This is an optimization exercise on Yosys and OpenROAD, whose aim is small area, a short achievable clock period and few clock cycles per item, not a production implementation.
Where RTL was checked, it was by simulation tests only, not by an equivalence proof against the original.
Power figures rest on the tool's default switching activity, not on a simulated workload.

==> inputs of onyx <==
## core_top
module core_top #(
    parameter logic [31:0] RESET_PC = '0
)(
    input  logic clk,
    input  logic arst_n,
    input  logic wb_ack_i,
    input  logic [31:0] wb_dat_i,
    output logic wb_cyc_o,
    output logic wb_stb_o,
    output logic [31:0] wb_adr_o,
    output logic retire_valid,
    output logic [31:0] retire_pc,
    output logic [4:0] retire_rd,
    output logic [31:0] retire_data
);
==> module core_top, before the edit <==
module core_top #(
    parameter logic [31:0] RESET_PC = '0
)(
    input  logic clk,
    input  logic arst_n,
    input  logic wb_ack_i,
    input  logic [31:0] wb_dat_i,
    output logic wb_cyc_o,
    output logic wb_stb_o,
    output logic [31:0] wb_adr_o,
    output logic retire_valid,
    output logic [31:0] retire_pc,
    output logic [4:0] retire_rd,
    output logic [31:0] retire_data
);
    logic        run;
    logic [31:0] fa;          
    logic        spec;        
    logic        ack;
    logic        kill;        
    logic        accept;      
    assign wb_cyc_o = run;
    assign wb_stb_o = run;
    assign wb_adr_o = fa;
    assign ack = run & wb_ack_i;
    logic        ex_new;      
    logic [31:0] ex_pc;
    logic [31:0] ex_a;
    logic [31:0] ex_b;
    logic        ex_beq;
    logic        ex_bne;
    logic        ex_wr;       
    logic [4:0]  ex_rd;
    logic        ex_sub;
    logic        ex_add, ex_slt, ex_xor, ex_or, ex_and, ex_sll, ex_srl, ex_pass;
    logic        eq;
    logic        taken;
    logic [31:0] pc4;
    assign eq = (ex_a == ex_b);
    assign taken = (ex_beq & eq) | (ex_bne & ~eq);
    assign pc4 = ex_pc + 32'd4;
    assign kill = spec & ~taken;
    assign accept = ack & ~kill;
    logic [31:0] sum;
    logic        slt;
    logic [31:0] alu;
    assign sum = ex_a + (ex_b ^ {32{ex_sub}}) + {31'b0, ex_sub};
    assign slt = (ex_a[31] ^ ex_b[31]) ? ex_a[31] : sum[31];
    assign alu = ({32{ex_add}} & sum)
               | ({32{ex_slt}} & {31'b0, slt})
               | ({32{ex_xor}} & (ex_a ^ ex_b))
               | ({32{ex_or}}  & (ex_a | ex_b))
               | ({32{ex_and}} & (ex_a & ex_b))
               | ({32{ex_sll}} & (ex_a << ex_b[4:0]))
               | ({32{ex_srl}} & (ex_a >> ex_b[4:0]))
               | ({32{ex_pass}} & ex_b);
    logic [31:0] regs [1:31];
    always_ff @(posedge clk) begin
        if (ex_new && ex_wr) begin
            regs[ex_rd] <= alu;
        end
    end
    logic [31:0] w;
    logic [6:0]  opc;
    logic [2:0]  f3;
    logic [6:0]  f7;
    logic [4:0]  rd, rs1, rs2;
    logic        is_op, is_opi, is_lui, is_br;
    logic        op_ok, opi_ok, we;
    logic [31:0] imm_i, imm_u;
    logic [12:0] imm_b;
    logic [31:0] rf1, rf2, a_val, b_val;
    logic [31:0] tgt;
    assign w = wb_dat_i;
    assign opc = w[6:0];
    assign f3 = w[14:12];
    assign f7 = w[31:25];
    assign rd = w[11:7];
    assign rs1 = w[19:15];
    assign rs2 = w[24:20];
    assign is_op  = (opc == 7'b0110011);
    assign is_opi = (opc == 7'b0010011);
    assign is_lui = (opc == 7'b0110111);
    assign is_br  = (opc == 7'b1100011) & (f3[2:1] == 2'b00);
    assign op_ok  = is_op & ((f7 == 7'h00) | ((f7 == 7'h20) & (f3 == 3'd0))) & (f3 != 3'd3);
    assign opi_ok = is_opi & (f3 != 3'd1) & (f3 != 3'd3) & (f3 != 3'd5);
    assign we = op_ok | opi_ok | is_lui;
    assign imm_i = {{20{w[31]}}, w[31:20]};
    assign imm_u = {w[31:12], 12'b0};
    assign imm_b = {w[31], w[7], w[30:25], w[11:8], 1'b0};
    logic [13:0] tgt_lo;
    logic [18:0] fa_hi_inc, fa_hi_dec;
    assign tgt_lo = {1'b0, fa[12:0]} + {1'b0, imm_b};
    assign fa_hi_inc = fa[31:13] + 19'd1;
    assign fa_hi_dec = fa[31:13] - 19'd1;
    assign tgt[12:0] = tgt_lo[12:0];
    assign tgt[31:13] = (tgt_lo[13] & ~imm_b[12]) ? fa_hi_inc
                      : (~tgt_lo[13] & imm_b[12]) ? fa_hi_dec
                      : fa[31:13];
    always_comb begin
        rf1 = '0;
        rf2 = '0;
        for (int r = 1; r < 32; r++) begin
            rf1 = rf1 | ({32{rs1 == 5'(r)}} & regs[r]);
            rf2 = rf2 | ({32{rs2 == 5'(r)}} & regs[r]);
        end
    end
    assign a_val = (ex_wr && ex_rd == rs1) ? alu : rf1;
    assign b_val = is_lui ? imm_u
                 : is_opi ? imm_i
                 : (ex_wr && ex_rd == rs2) ? alu : rf2;
    always_ff @(posedge clk or negedge arst_n) begin
        if (!arst_n) begin
            run <= 1'b0;
            fa <= RESET_PC;
            spec <= 1'b0;
            ex_new <= 1'b0;
        end else begin
            run <= 1'b1;
            ex_new <= accept;
            if (ack) begin
                spec <= accept & is_br;
                if (kill) begin
                    fa <= pc4;
                end else if (is_br) begin
                    fa <= tgt;
                end else begin
                    fa <= fa + 32'd4;
                end
            end
        end
    end
    always_ff @(posedge clk) begin
        if (accept) begin
            ex_pc <= fa;
            ex_a <= a_val;
            ex_b <= b_val;
            ex_beq <= is_br & ~f3[0];
            ex_bne <= is_br & f3[0];
            ex_wr <= we & (rd != 5'd0);
            ex_rd <= rd;
            ex_sub <= (is_op & f7[5]) | (f3 == 3'd2);
            ex_add <= ~is_lui & (f3 == 3'd0);
            ex_slt <= ~is_lui & (f3 == 3'd2);
            ex_xor <= ~is_lui & (f3 == 3'd4);
            ex_or  <= ~is_lui & (f3 == 3'd6);
            ex_and <= ~is_lui & (f3 == 3'd7);
            ex_sll <= ~is_lui & (f3 == 3'd1);
            ex_srl <= ~is_lui & (f3 == 3'd5);
            ex_pass <= is_lui;
        end
    end
    always_ff @(posedge clk or negedge arst_n) begin
        if (!arst_n) retire_valid <= 1'b0;
        else         retire_valid <= ex_new;
    end
    always_ff @(posedge clk) begin
        if (ex_new) begin
            retire_pc <= ex_pc;
            retire_rd <= ex_wr ? ex_rd : 5'd0;
            retire_data <= (ex_beq | ex_bne) ? (taken ? fa : pc4)
                         : (ex_wr ? alu : 32'd0);
        end
    end
endmodule
make LEC_CHECK=0 CAP_MARGIN=20 CORE_MARGIN=2 CORE_UTILIZATION=40 SETUP_SLACK_MARGIN=4.0 SLEW_MARGIN=20 TNS_END_PERCENT=10 finish   # period 8.0 ns
run.sh (not shown) runs the stock make flow with config.mk's settings and CLKGATE_MAP_FILE= SYNTH_SCRIPT=/design/flow/synth_recipe.tcl, a recipe that flattens the netlist after the stock synthesis.
==> violet: changes against onyx <==
--- a/flow/design.v
+++ b/flow/design.v
@@ -81,2 +81,72 @@
 endpackage
+module pfx_add #(
+    parameter int W = 32
+)(
+    input  logic [W - 1:0] a,
+    input  logic [W - 1:0] b,
+    input  logic ci,
+    output logic [W - 1:0] s,
+    output logic co
+);
+    localparam int L = $clog2(W);
+    logic [W - 1:0] p0;
+    logic [W - 1:0] g [0:L];
+    logic [W - 1:0] p [0:L];
+    assign p0 = a ^ b;
+    assign g[0] = (a & b) | {{(W - 1){1'b0}}, p0[0] & ci};
+    assign p[0] = p0;
+    for (genvar k = 0; k < L; k++) begin : lvl
+        for (genvar i = 0; i < W; i++) begin : bit_
+            if (i >= (1 << k)) begin : comb
+                assign g[k + 1][i] = g[k][i] | (p[k][i] & g[k][i - (1 << k)]);
+                assign p[k + 1][i] = p[k][i] & p[k][i - (1 << k)];
+            end else begin : pass
+                assign g[k + 1][i] = g[k][i];
+                assign p[k + 1][i] = p[k][i];
+            end
+        end
+    end
+    assign s = p0 ^ {g[L][W - 2:0], ci};
+    assign co = g[L][W - 1];
+endmodule
+module pfx_inc #(
+    parameter int W = 30
+)(
+    input  logic [W - 1:0] x,
+    output logic [W - 1:0] y
+);
+    localparam int L = $clog2(W);
+    logic [W - 1:0] t [0:L];    
+    assign t[0] = x;
+    for (genvar k = 0; k < L; k++) begin : lvl
+        for (genvar i = 0; i < W; i++) begin : bit_
+            if (i >= (1 << k)) begin : comb
+                assign t[k + 1][i] = t[k][i] & t[k][i - (1 << k)];
+            end else begin : pass
+                assign t[k + 1][i] = t[k][i];
+            end
+        end
+    end
+    assign y = x ^ {t[L][W - 2:0], 1'b1};
+endmodule
+module pfx_dec #(
+    parameter int W = 19
+)(
+    input  logic [W - 1:0] x,
+    output logic [W - 1:0] y
+);
+    localparam int L = $clog2(W);
+    logic [W - 1:0] t [0:L];    
+    assign t[0] = ~x;
+    for (genvar k = 0; k < L; k++) begin : lvl
+        for (genvar i = 0; i < W; i++) begin : bit_
+            if (i >= (1 << k)) begin : comb
+                assign t[k + 1][i] = t[k][i] & t[k][i - (1 << k)];
+            end else begin : pass
+                assign t[k + 1][i] = t[k][i];
+            end
+        end
+    end
+    assign y = x ^ {t[L][W - 2:0], 1'b1};
+endmodule
 module core_top #(
@@ -121,4 +191,7 @@
     assign taken = (ex_beq & eq) | (ex_bne & ~eq);
-    assign pc4 = ex_pc + 32'd4;
-    assign kill = spec & ~taken;
+    logic [29:0] pc4_hi;
+    pfx_inc #(.W(30)) pc4_inc (.x(ex_pc[31:2]), .y(pc4_hi));
+    assign pc4 = {pc4_hi, ex_pc[1:0]};
+    logic        mis;         
+    assign kill = spec & (ex_new ? ~taken : mis);
     assign accept = ack & ~kill;
@@ -127,3 +200,4 @@
     logic [31:0] alu;
-    assign sum = ex_a + (ex_b ^ {32{ex_sub}}) + {31'b0, ex_sub};
+    logic sum_co;
+    pfx_add #(.W(32)) alu_add (.a(ex_a), .b(ex_b ^ {32{ex_sub}}), .ci(ex_sub), .s(sum), .co(sum_co));
     assign slt = (ex_a[31] ^ ex_b[31]) ? ex_a[31] : sum[31];
@@ -173,5 +247,7 @@
     logic [18:0] fa_hi_inc, fa_hi_dec;
-    assign tgt_lo = {1'b0, fa[12:0]} + {1'b0, imm_b};
-    assign fa_hi_inc = fa[31:13] + 19'd1;
-    assign fa_hi_dec = fa[31:13] - 19'd1;
+    logic [29:0] fa4_hi;
+    pfx_add #(.W(13)) tgt_add (.a(fa[12:0]), .b(imm_b), .ci(1'b0), .s(tgt_lo[12:0]), .co(tgt_lo[13]));
+    pfx_inc #(.W(19)) fa_hi_i (.x(fa[31:13]), .y(fa_hi_inc));
+    pfx_dec #(.W(19)) fa_hi_d (.x(fa[31:13]), .y(fa_hi_dec));
+    pfx_inc #(.W(30)) fa4_inc (.x(fa[31:2]), .y(fa4_hi));
     assign tgt[12:0] = tgt_lo[12:0];
@@ -188,6 +264,8 @@
     end
-    assign a_val = (ex_wr && ex_rd == rs1) ? alu : rf1;
+    logic byp;
+    assign byp = ex_new & ex_wr;
+    assign a_val = (byp && ex_rd == rs1) ? alu : rf1;
     assign b_val = is_lui ? imm_u
                  : is_opi ? imm_i
-                 : (ex_wr && ex_rd == rs2) ? alu : rf2;
+                 : (byp && ex_rd == rs2) ? alu : rf2;
     always_ff @(posedge clk or negedge arst_n) begin
@@ -208,3 +286,3 @@
                 end else begin
-                    fa <= fa + 32'd4;
+                    fa <= {fa4_hi, fa[1:0]};
                 end
@@ -214,20 +292,27 @@
     always_ff @(posedge clk) begin
-        if (accept) begin
+        if (ex_new) begin
+            mis <= ~taken;
+        end
+    end
+    always_ff @(posedge clk) begin
+        if (ack) begin
             ex_pc <= fa;
-            ex_a <= a_val;
-            ex_b <= b_val;
-            ex_beq <= is_br & ~f3[0];
-            ex_bne <= is_br & f3[0];
-            ex_wr <= we & (rd != 5'd0);
-            ex_rd <= rd;
-            ex_sub <= (is_op & f7[5]) | (f3 == 3'd2);
-            ex_add <= ~is_lui & (f3 == 3'd0);
-            ex_slt <= ~is_lui & (f3 == 3'd2);
-            ex_xor <= ~is_lui & (f3 == 3'd4);
-            ex_or  <= ~is_lui & (f3 == 3'd6);
-            ex_and <= ~is_lui & (f3 == 3'd7);
-            ex_sll <= ~is_lui & (f3 == 3'd1);
-            ex_srl <= ~is_lui & (f3 == 3'd5);
-            ex_pass <= is_lui;
-        end
+        end
+    end
+    always_ff @(posedge clk) begin
+        ex_a <= a_val;
+        ex_b <= b_val;
+        ex_beq <= is_br & ~f3[0];
+        ex_bne <= is_br & f3[0];
+        ex_wr <= we & (rd != 5'd0);
+        ex_rd <= rd;
+        ex_sub <= (is_op & f7[5]) | (f3 == 3'd2);
+        ex_add <= ~is_lui & (f3 == 3'd0);
+        ex_slt <= ~is_lui & (f3 == 3'd2);
+        ex_xor <= ~is_lui & (f3 == 3'd4);
+        ex_or  <= ~is_lui & (f3 == 3'd6);
+        ex_and <= ~is_lui & (f3 == 3'd7);
+        ex_sll <= ~is_lui & (f3 == 3'd1);
+        ex_srl <= ~is_lui & (f3 == 3'd5);
+        ex_pass <= is_lui;
     end
@@ -238,8 +323,6 @@
     always_ff @(posedge clk) begin
-        if (ex_new) begin
-            retire_pc <= ex_pc;
-            retire_rd <= ex_wr ? ex_rd : 5'd0;
-            retire_data <= (ex_beq | ex_bne) ? (taken ? fa : pc4)
-                         : (ex_wr ? alu : 32'd0);
-        end
+        retire_pc <= ex_pc;
+        retire_rd <= ex_wr ? ex_rd : 5'd0;
+        retire_data <= (ex_beq | ex_bne) ? (taken ? fa : pc4)
+                     : (ex_wr ? alu : 32'd0);
     end
CORE_UTILIZATION = 45   (was 40)
SETUP_SLACK_MARGIN = 4.5   (was 4.0)
SYNTH_HIERARCHICAL = 1   (was not set)
SYNTH_MINIMUM_KEEP_SIZE = 0   (was not set)
==> qor summary <==
	onyx	violet
Share of layout cells above drive strength 1	0.179	0.194
Count of vias placed by the detailed router	54,700	54,500
Post-layout power	16,200 µW	17,900 µW
Register-to-Register Setup Slack	3.49 ns	3.57 ns
Die width	394 µm	367 µm
Crit path max-delay cell type	clkdlybuf4s50_1	a21oi_2
Num Clock Sinks	1,210	1,211
Antenna violations before repair	23	25
Number of well taps	2,016	1,755
Synth Area per Inst	12.2 µm²	12.1 µm²
CTS Buf Count	130	133
Outcome	timing/DRC/antenna clean	timing/DRC/antenna clean
Final weighted congestion in routability-driven placement	0.992	1.01
Non-clock buffer count in the final layout	540	556
Global-route wire length before repair	409,000 µm	414,000 µm
Worst-Margin Slew	1.20 ns	1.25 ns
Number of synthesis warnings	1	19
NonClk Buf Share	0.0695	0.0760
Worst IR drop on VDD	0.172 mV	0.216 mV
Portion of total power attributed to sequential cells	0.457	0.428
R2r endpoint	regs[4][15]	regs[8][30]
Core ar.	150,000 µm²	131,000 µm²
Hold-critical path endpoint	retire_pc[31]	retire_pc[31]
Worst path required time	8.65 ns	8.66 ns
Multi-input combinational cell count	3,313	3,244
Post-CTS Setup Repair Bufs	159	110
Skew-Pair Late Insertion Delay	0.80 ns	0.82 ns
Testbench counts of violet, summed over its fixed seeds: cycles 58,721, items 38,400.
Function not checked in onyx: the RTL went through the layout flow alone.

what the ideal ports hide:
The results above use ideal ports. As a check the final layouts listed here were re-extracted and re-timed, cells and wires unchanged. Step 1: set_driving_cell puts a clkbuf_16 on clk and a buf_2 on each other input, an assumption about the parent block. Step 2 adds t to the input delays and takes it off the output delays; t is the mean of the earliest and latest rising clock arrival at the registers after step 1. Input paths then give back, and output paths get back, about the clock's delay inside the block. Three values: no drivers, after step 1, after step 2; two values: the first two.
run | t (ns) | slack for setup (ns) | clock arrival spread, ns | worst slew at a driven data input, ns
onyx | 0.839 | 3.314 / 3.267 / 2.428 | 0.072 / 0.072 | 0.15
violet | 0.873 | 3.497 / 3.543 / 2.669 | 0.049 / 0.049 | 0.23
After both steps every run listed still meets setup and hold. For onyx, which loses most, drivers alone change the setup slack by -0.047 ns; drivers and shift together by -0.886 ns.
